Background: an optimization exercise with open tools, aiming at small area and a short achievable clock period. Do not read the settings as production practice. In this exercise RTL edits were held to simulation tests only and were not proved equivalent to the original.

==> design/flow/design.v <==
package fp32_pkg;
    localparam int EXP_BITS = 8;                     
    localparam int MAN_BITS = 23;                    
    localparam int FP_BIAS  = 127;
    localparam int EXP_MAX  = 255;                   
    localparam int SGN_BIT  = EXP_BITS + MAN_BITS;
    typedef logic [SGN_BIT:0]          fp_word_t;    
    typedef logic [EXP_BITS-1:0]       exp_t;        
    typedef logic [MAN_BITS:0]         sig_t;        
    typedef logic [MAN_BITS-1:0]       frac_t;       
    typedef logic signed [EXP_BITS+1:0] wide_exp_t;  
    typedef logic [2*MAN_BITS+1:0]     prod_t;       
    localparam fp_word_t QNAN_WORD = 32'h7FC0_0000;  
    typedef enum logic [2:0] {
        FP_ZERO,
        FP_SUB,
        FP_NORM,
        FP_INF,
        FP_NAN
    } fp_class_e;
    typedef struct packed {
        logic      sign;
        fp_class_e cls;
        exp_t      exp;                              
        sig_t      sig;
    } dec_operand_t;
    typedef struct packed {
        dec_operand_t a;
        dec_operand_t b;
    } dec_pair_t;
    typedef struct packed {
        logic      sign;
        wide_exp_t exp;                              
        prod_t     prod;
        logic      is_special;                       
        fp_word_t  special;
    } mul_res_t;
endpackage
module fp_decode_stage
(
    input  logic      clk,
    input  logic      rst_n,
    input  logic      in_valid,
    input  fp32_pkg::fp_word_t  a,
    input  fp32_pkg::fp_word_t  b,
    output logic      valid,
    output fp32_pkg::dec_pair_t dec
);
    fp32_pkg::dec_operand_t a_dec;
    fp32_pkg::dec_operand_t b_dec;
    function automatic fp32_pkg::dec_operand_t decode(input fp32_pkg::fp_word_t w);
        fp32_pkg::exp_t         e;
        fp32_pkg::frac_t        f;
        fp32_pkg::dec_operand_t d;
        e      = w[fp32_pkg::MAN_BITS +: fp32_pkg::EXP_BITS];
        f      = w[fp32_pkg::MAN_BITS-1:0];
        d.sign = w[fp32_pkg::SGN_BIT];
        if (e == '0) begin
            d.cls = (f == '0) ? fp32_pkg::FP_ZERO : fp32_pkg::FP_SUB;
        end else if (e == fp32_pkg::EXP_MAX) begin
            d.cls = (f == '0) ? fp32_pkg::FP_INF : fp32_pkg::FP_NAN;
        end else begin
            d.cls = fp32_pkg::FP_NORM;
        end
        d.exp = (d.cls == fp32_pkg::FP_SUB) ? 8'(1) : e;
        d.sig = {(e != '0), f};                      
        decode = d;
    endfunction
    always_comb begin
        a_dec = decode(a);
        b_dec = decode(b);
    end
    always_ff @(posedge clk or negedge rst_n) begin
        if (!rst_n) begin
            valid <= 1'b0;
        end else begin
            valid <= in_valid;
        end
    end
    always_ff @(posedge clk) begin
        if (in_valid) begin
            dec.a <= a_dec;
            dec.b <= b_dec;
        end
    end
endmodule
module fp_mul_stage
(
    input  logic      clk,
    input  logic      rst_n,
    input  logic      valid_in,
    input  fp32_pkg::dec_pair_t dec,
    output logic      valid,
    output fp32_pkg::mul_res_t  res
);
    logic      prod_sign;
    fp32_pkg::wide_exp_t prov_exp;
    fp32_pkg::prod_t     prod;
    logic      a_zero;
    logic      b_zero;
    logic      a_inf;
    logic      b_inf;
    logic      res_nan;
    logic      res_inf;
    logic      res_zero;
    fp32_pkg::fp_word_t  special_word;
    assign prod_sign = dec.a.sign ^ dec.b.sign;
    assign prov_exp = $signed(10'({2'b00, dec.a.exp}))
                    + $signed(10'({2'b00, dec.b.exp}))
                    - $signed(10'(fp32_pkg::FP_BIAS));
    assign prod = dec.a.sig * dec.b.sig;             
    assign a_zero = (dec.a.cls == fp32_pkg::FP_ZERO);
    assign b_zero = (dec.b.cls == fp32_pkg::FP_ZERO);
    assign a_inf  = (dec.a.cls == fp32_pkg::FP_INF);
    assign b_inf  = (dec.b.cls == fp32_pkg::FP_INF);
    assign res_nan  = (dec.a.cls == fp32_pkg::FP_NAN) || (dec.b.cls == fp32_pkg::FP_NAN)
                   || (a_inf && b_zero) || (b_inf && a_zero);
    assign res_inf  = !res_nan && (a_inf || b_inf);
    assign res_zero = !res_nan && !res_inf && (a_zero || b_zero);
    always_comb begin
        if (res_nan) begin
            special_word = fp32_pkg::QNAN_WORD;
        end else if (res_inf) begin
            special_word = {prod_sign, 8'(fp32_pkg::EXP_MAX), 23'(0)};
        end else if (res_zero) begin
            special_word = {prod_sign, 8'(0), 23'(0)};
        end else begin
            special_word = '0;                       
        end
    end
    always_ff @(posedge clk or negedge rst_n) begin
        if (!rst_n) begin
            valid <= 1'b0;
        end else begin
            valid <= valid_in;
        end
    end
    always_ff @(posedge clk) begin
        if (valid_in) begin
            res.sign       <= prod_sign;
            res.exp        <= prov_exp;
            res.prod       <= prod;
            res.is_special <= res_nan || res_inf || res_zero;
            res.special    <= special_word;
        end
    end
endmodule
module fp_normalizer
(
    input  fp32_pkg::prod_t     prod,
    input  fp32_pkg::wide_exp_t exp_in,
    output fp32_pkg::prod_t     norm,
    output fp32_pkg::wide_exp_t exp_out
);
    localparam int TOP_BIT = 2 * fp32_pkg::MAN_BITS;           
    logic [5:0] lead_zeros;
    logic       carry_bit;
    assign carry_bit = prod[TOP_BIT+1];              
    always_comb begin
        lead_zeros = '0;
        for (int i = 0; i <= TOP_BIT; i++) begin
            if (prod[i]) begin
                lead_zeros = 6'(TOP_BIT - i);
            end
        end
    end
    always_comb begin
        if (carry_bit) begin
            norm    = (prod >> 1) | 48'(prod[0]);    
            exp_out = exp_in + $signed(10'(1));
        end else begin
            norm    = prod << lead_zeros;            
            exp_out = exp_in - $signed(10'({4'b0000, lead_zeros}));
        end
    end
endmodule
module fp_round_stage
(
    input  logic     clk,
    input  logic     rst_n,
    input  logic     valid_in,
    input  fp32_pkg::mul_res_t res,
    output logic     out_valid,
    output fp32_pkg::fp_word_t result
);
    fp32_pkg::prod_t                norm_prod;
    fp32_pkg::wide_exp_t            norm_exp;
    fp32_pkg::frac_t                frac_raw;
    logic                 guard_bit;
    logic                 round_bit;
    logic                 sticky_bit;
    logic                 round_up;
    logic [fp32_pkg::MAN_BITS:0]    frac_sum;                  
    fp32_pkg::wide_exp_t            final_exp;
    fp32_pkg::fp_word_t             word_next;
    fp_normalizer u_norm (
        .prod    (res.prod),
        .exp_in  (res.exp),
        .norm    (norm_prod),
        .exp_out (norm_exp)
    );
    assign frac_raw   = norm_prod[2*fp32_pkg::MAN_BITS-1 -: fp32_pkg::MAN_BITS];
    assign guard_bit  = norm_prod[fp32_pkg::MAN_BITS-1];
    assign round_bit  = norm_prod[fp32_pkg::MAN_BITS-2];
    assign sticky_bit = |norm_prod[fp32_pkg::MAN_BITS-3:0];
    assign round_up = guard_bit && (round_bit || sticky_bit || frac_raw[0]);
    assign frac_sum = {1'b0, frac_raw} + 24'(round_up);
    assign final_exp = norm_exp + $signed(10'({9'd0, frac_sum[fp32_pkg::MAN_BITS]}));
    always_comb begin
        if (res.is_special) begin
            word_next = res.special;
        end else if (final_exp >= fp32_pkg::EXP_MAX) begin
            word_next = {res.sign, 8'(fp32_pkg::EXP_MAX), 23'(0)};   
        end else if (final_exp <= 0) begin
            word_next = {res.sign, 8'(0), 23'(0)};         
        end else begin
            word_next = {res.sign, 8'(final_exp), frac_sum[fp32_pkg::MAN_BITS-1:0]};
        end
    end
    always_ff @(posedge clk or negedge rst_n) begin
        if (!rst_n) begin
            out_valid <= 1'b0;
            result    <= '0;
        end else begin
            out_valid <= valid_in;
            if (valid_in) begin
                result <= word_next;
            end
        end
    end
endmodule
module fp32_mul
(
    input  logic     clk,
    input  logic     rst_n,
    input  fp32_pkg::fp_word_t a,
    input  fp32_pkg::fp_word_t b,
    input  logic     in_valid,
    output logic     out_valid,
    output fp32_pkg::fp_word_t result
);
    logic      s1_valid;                             
    fp32_pkg::dec_pair_t s1_dec;
    logic      s2_valid;                             
    fp32_pkg::mul_res_t  s2_res;
    fp_decode_stage u_decode (
        .clk      (clk),
        .rst_n    (rst_n),
        .in_valid (in_valid),
        .a        (a),
        .b        (b),
        .valid    (s1_valid),
        .dec      (s1_dec)
    );
    fp_mul_stage u_mul (
        .clk      (clk),
        .rst_n    (rst_n),
        .valid_in (s1_valid),
        .dec      (s1_dec),
        .valid    (s2_valid),
        .res      (s2_res)
    );
    fp_round_stage u_round (
        .clk       (clk),
        .rst_n     (rst_n),
        .valid_in  (s2_valid),
        .res       (s2_res),
        .out_valid (out_valid),
        .result    (result)
    );
endmodule
==> design/flow/run.sh <==
#!/bin/bash
# synth_recipe.tcl (not shown) runs the flow's synth.tcl, then flattens the netlist and writes it again
# the make line also repeats each setting of config.mk as NAME=value (left out here)
make -C /OpenROAD-flow-scripts/flow DESIGN_CONFIG=/design/flow/config.mk WORK_HOME=/design/flow/orfs CLKGATE_MAP_FILE= SYNTH_SCRIPT=/design/flow/synth_recipe.tcl finish
==> design/flow/config.mk <==
export PLATFORM = sky130hd
export DESIGN_NAME = fp32_mul
export DESIGN_NICKNAME = fp32_mul
export VERILOG_FILES = /design/flow/design.v
export SDC_FILE = /design/flow/constraint.sdc
export NUM_CORES = 4
export LEC_CHECK = 0
export CAP_MARGIN = 20
export CORE_MARGIN = 2
export CORE_UTILIZATION = 40
export SLEW_MARGIN = 20
==> design/flow/constraint.sdc <==
create_clock -name core_clock -period 8.5 [get_ports {clk}]
set_input_delay 1.7000 -clock core_clock [delete_from_list [all_inputs] [get_ports {clk}]]
set_output_delay 1.7000 -clock core_clock [all_outputs]
set_load 0.01 [all_outputs]
==> results_tabular.tex <==
\begin{tabular}{lr}
\hline
Metric & Value \\
\hline
\multicolumn{2}{l}{\textbf{Setup path}} \\
Critical Path RT & 8.75 ns \\
Arrival @ worst endpoint & 8.19 ns \\
Kind of critical path & reg2reg \\
Slowest cell on the critical path & sky130\_fd\_sc\_hd\_\_edfxtp\_1 \\
Critical Path Sink Type & flip-flop \\
Worst Setup Start Kind & flip-flop \\
Max stage delay on crit path & 0.99 ns \\
Most repeated library cell on the critical path & sky130\_fd\_sc\_hd\_\_fa\_1 \\
Maximum fanout count along the critical path & 21 \\
\multicolumn{2}{l}{\textbf{Die}} \\
Full die area & 77800 um\^{}2 \\
Die X-Extent & 279 um \\
Die Y-Extent & 279 um \\
Core area & 74600 um\^{}2 \\
Initial standard-cell utilization of the core & 40.5\% \\
Number of top-level design ports & 100 \\
Number of cell rows & 100 \\
\multicolumn{2}{l}{\textbf{Timing}} \\
Post-route setup TNS & 0 ns \\
Hold violation total from the final report & 0 \\
Maximum frequency from static timing analysis & 126 MHz \\
Final cycle utilization of the critical path & 93.4\% \\
Final setup violation count & 0 \\
Worst setup skew after layout & 0.0197 ns \\
Least-Margin Pin Slew & 0.972 ns \\
Worst Setup Slack, final & 0.561 ns \\
Number of max-slew violations in the final report & 0 \\
Final min period & 7.94 ns \\
RSZ-0062 raised after global routing & false \\
Relative slew slack & 35.2\% \\
\multicolumn{2}{l}{\textbf{Detailed routing}} \\
Met1 wire length & 38.7 mm \\
DRC violations left & 0 \\
Detailed-route vias per instance & 5.57 \\
Detailed-routing iteration count for the pre-antenna-repair pass & 6 \\
Final routed wirelength across all metal layers & 89.6 mm \\
Detailed route wirelength on metal2 & 42.2 mm \\
Antenna Nets Post-Route & 0 \\
Met3 WL post-DR & 6.07 mm \\
Number of DRC markers in iteration 0 & 2140 \\
Post-detailed-route wirelength per cell & 20.7 um \\
Top layer in use & met4 \\
Vias & 24100 \\
\multicolumn{2}{l}{\textbf{Global routing}} \\
Total congestion overflow after global routing & 0 \\
Initial antenna violation count & 1 \\
Number of global-route vias before repair & 24600 \\
First-pass GRT wire length & 141 mm \\
Global Route Usage Sum & 23.5\% \\
Maximum number of pins on one net before global-route repair & 65 \\
\multicolumn{2}{l}{\textbf{Yosys}} \\
Flop and latch count out of synthesis & 170 \\
Yosys warning total & 4 \\
Mapped cell area & 30200 um\^{}2 \\
Number of library cell types mapped by synthesis & 102 \\
Fraction of the yosys area taken by sequential cells & 16.3\% \\
Number of flops mapped to enable cells by yosys & 135 \\
Synthesized netlist cell count & 3321 \\
Average cell area after synthesis & 9.10 um\^{}2 \\
Primary FF master, synth & sky130\_fd\_sc\_hd\_\_edfxtp\_1 \\
Post-synth ARST share & 20.6\% \\
Total nets after synthesis & 4068 \\
\multicolumn{2}{l}{\textbf{Clocking}} \\
Hold-fix buffers, CTS & 0 \\
Clock H-tree levels & 4 \\
Clock sink count & 170 \\
Root Buffer & sky130\_fd\_sc\_hd\_\_clkbuf\_16 \\
Maximum buffer depth of the clock tree & 2 \\
Insertion delay to the later sink of the worst-skew pair & 0.51 ns \\
Setup Buffers After CTS & 0 \\
CTS tree & yes \\
Worst-path clk slew & 0.08 ns \\
\# resized after CTS & 0 \\
Number of buffers created by CTS & 17 \\
\multicolumn{2}{l}{\textbf{Finish}} \\
Diode count & 0 \\
Commonest non-fill, non-tap cell in the layout & sky130\_fd\_sc\_hd\_\_inv\_1 \\
Layout overhead on the synthesized area & 8.88\% \\
Share of layout cells above drive strength 1 & 5.73\% \\
Most frequent cells in the layout & sky130\_fd\_sc\_hd\_\_inv\_1 (511), sky130\_fd\_sc\_hd\_\_nand2\_1 (505), sky130\_fd\_sc\_hd\_\_fa\_1 (484), sky130\_fd\_sc\_hd\_\_and2\_1 (221), sky130\_fd\_sc\_hd\_\_ha\_1 (196) \\
Final net count & 4084 \\
\multicolumn{2}{l}{\textbf{Placed design}} \\
Post-placement worst setup slack & 0.596 ns \\
Number of buffers added on ports & 99 \\
Post-DP HPWL & 72.7 mm \\
Final weighted congestion of routability-driven global placement & 0.989 \\
\multicolumn{2}{l}{\textbf{Worst hold path}} \\
Min-delay worst type & reg2reg \\
\multicolumn{2}{l}{\textbf{Run}} \\
Max-capacitance violation count & 0 \\
\multicolumn{2}{l}{\textbf{Run status}} \\
Result of the run & finished clean \\
\hline
\end{tabular}
[worst max-delay path, delay by kind of cell (launching register included)]
family	cells	cell delay, ns
flip-flops	1	0.99
buffers and inverters	5	0.26
XOR/XNOR	1	0.13
AND/OR/NAND/NOR	4	0.49
adder cells (fa/ha/maj)	8	3.80
AO/OA/AOI/OAI	10	1.97
[registers in the layout (all words and copies together), names as in the netlist]
| name | cells |
|---|---|
| u_decode.valid | 1 |
| u_round.out_valid | 1 |
| u_mul.res | 63 |
| u_decode.dec | 72 |
| u_round.result | 32 |
| u_mul.valid | 1 |
[cell families after synthesis]
kind of cell | after synthesis | share of synthesized area (%)
adder cells (fa/ha/maj) | 680 | 40.2
XOR/XNOR | 97 | 2.81
AND/OR/NAND/NOR | 1091 | 17.5
multiplexers | 65 | 2.28
flip-flops | 170 | 16.3
AO/OA/AOI/OAI | 499 | 11.4
buffers and inverters | 719 | 9.48
[per-stage QoR]
step | instances | instance area (um^2) | util (%) | hold slack [ns]
finish | 4319 | 32900 | 44.1 | 0.490
floorplan | 3321 | 30200 | - | 0.449
CTS | 4318 | 32900 | 44.1 | 0.493
global route | 4319 | 32900 | 44.1 | 0.501
global placement | 4286 | 32300 | 43.3 | 0.471
detailed placement | 4286 | 32300 | 43.3 | 0.473
[path summary, 6_finish.rpt]
| kind | from | to | slack, ns | depth (start not counted) |
|---|---|---|---|---|
| min in group asynchronous | rst_n | u_round.result[4] | 1.61 | 2 |
| worst max-delay path | u_decode.dec[47] | u_mul.res[79] | 0.56 | 28 |
| worst min register to register | u_round.result[15] | u_round.result[15] | 0.49 | 1 |
| max in group asynchronous | rst_n | u_decode.valid | 6.54 | 2 |
| worst min-delay path | u_round.result[15] | u_round.result[15] | 0.49 | 1 |
| worst max register to register | u_decode.dec[47] | u_mul.res[79] | 0.56 | 28 |
[area by class of cell]
type                            count  area [um^2]
Clock buffer                       18          429
Clock inverter                     14          184
Fill cell                        7296        41700
Inverter                          513         1930
Multi-Input combinational cell   2432        22400
Sequential cell                   170         4930
Tap cell                          969         1210
Timing Repair Buffer              203         1780
[synth_stat cells, types with 6 or more instances]
| cell | number | share of area [%] |
|---|---|---|
| sky130_fd_sc_hd__o221ai_1 | 7 | 0.20 |
| sky130_fd_sc_hd__nor2b_1 | 11 | 0.23 |
| sky130_fd_sc_hd__xor2_1 | 32 | 0.93 |
| sky130_fd_sc_hd__nand2b_1 | 15 | 0.31 |
| sky130_fd_sc_hd__buf_4 | 19 | 0.47 |
| sky130_fd_sc_hd__clkbuf_1 | 143 | 1.8 |
| sky130_fd_sc_hd__nor2_1 | 122 | 1.5 |
| sky130_fd_sc_hd__a211oi_1 | 41 | 1.0 |
| sky130_fd_sc_hd__buf_6 | 7 | 0.26 |
| sky130_fd_sc_hd__o2bb2ai_1 | 21 | 0.61 |
| sky130_fd_sc_hd__a22oi_1 | 7 | 0.17 |
| sky130_fd_sc_hd__a2111oi_0 | 6 | 0.17 |
| sky130_fd_sc_hd__a41oi_1 | 6 | 0.17 |
| sky130_fd_sc_hd__a21oi_1 | 116 | 1.9 |
| sky130_fd_sc_hd__nor4_1 | 30 | 0.62 |
| sky130_fd_sc_hd__mux2i_1 | 53 | 1.8 |
| sky130_fd_sc_hd__buf_2 | 30 | 0.50 |
| sky130_fd_sc_hd__or4_1 | 11 | 0.27 |
| sky130_fd_sc_hd__o211ai_1 | 39 | 0.97 |
| sky130_fd_sc_hd__nand2_1 | 505 | 6.3 |
| sky130_fd_sc_hd__or3_1 | 6 | 0.12 |
| sky130_fd_sc_hd__inv_1 | 512 | 6.4 |
| sky130_fd_sc_hd__o21ai_0 | 70 | 1.2 |
| sky130_fd_sc_hd__o2111ai_1 | 6 | 0.17 |
| sky130_fd_sc_hd__and2_1 | 221 | 4.6 |
| sky130_fd_sc_hd__a21o_1 | 22 | 0.55 |
| sky130_fd_sc_hd__dfrtp_1 | 35 | 2.9 |
| sky130_fd_sc_hd__mux2_2 | 10 | 0.37 |
| sky130_fd_sc_hd__o211a_1 | 6 | 0.20 |
| sky130_fd_sc_hd__nand3_1 | 36 | 0.60 |
| sky130_fd_sc_hd__fa_1 | 484 | 32 |
| sky130_fd_sc_hd__nand4_1 | 20 | 0.41 |
| sky130_fd_sc_hd__o31ai_1 | 13 | 0.32 |
| sky130_fd_sc_hd__o21bai_1 | 12 | 0.30 |
| sky130_fd_sc_hd__nor3_1 | 55 | 0.91 |
| sky130_fd_sc_hd__a31oi_1 | 18 | 0.37 |
| sky130_fd_sc_hd__edfxtp_1 | 135 | 13 |
| sky130_fd_sc_hd__o22ai_1 | 16 | 0.33 |
| sky130_fd_sc_hd__ha_1 | 196 | 8.1 |
| sky130_fd_sc_hd__xnor2_1 | 65 | 1.9 |
| sky130_fd_sc_hd__and3_1 | 19 | 0.39 |
| sky130_fd_sc_hd__o21a_1 | 18 | 0.45 |
[per-layer routing]
layer | up-vias | track usage [%]
met1 | 12200 | 32.2
met2 | 893 | 38.1
li1 | 10800 | -
met5 | - | 0
met3 | 134 | 3.46
met4 | 0 | 7.71

==> re-timing with driven ports <==
No port has a modelled driver above. Below, the same layout with a new extraction and two added sets of constraints.
Step 1: set_driving_cell puts a clkbuf_16 on clk and a buf_2 on each other input, an assumption about the parent block.
Step 2 also shifts input and output timing later by t, the mid clock arrival at the registers, as if the neighbouring blocks saw the same clock.
Slacks: ideal / step 1 / step 2; pairs: ideal / step 1.
shift t [ns]: 0.546
setup slack, ns: 0.561 / 0.561 / 0.561
hold slack, ns: 0.490 / 0.490 / 0.490
After both steps this run still meets setup and hold. The setup slack of this run moves by 0.000 ns with the drivers and by 0.000 ns with both steps.
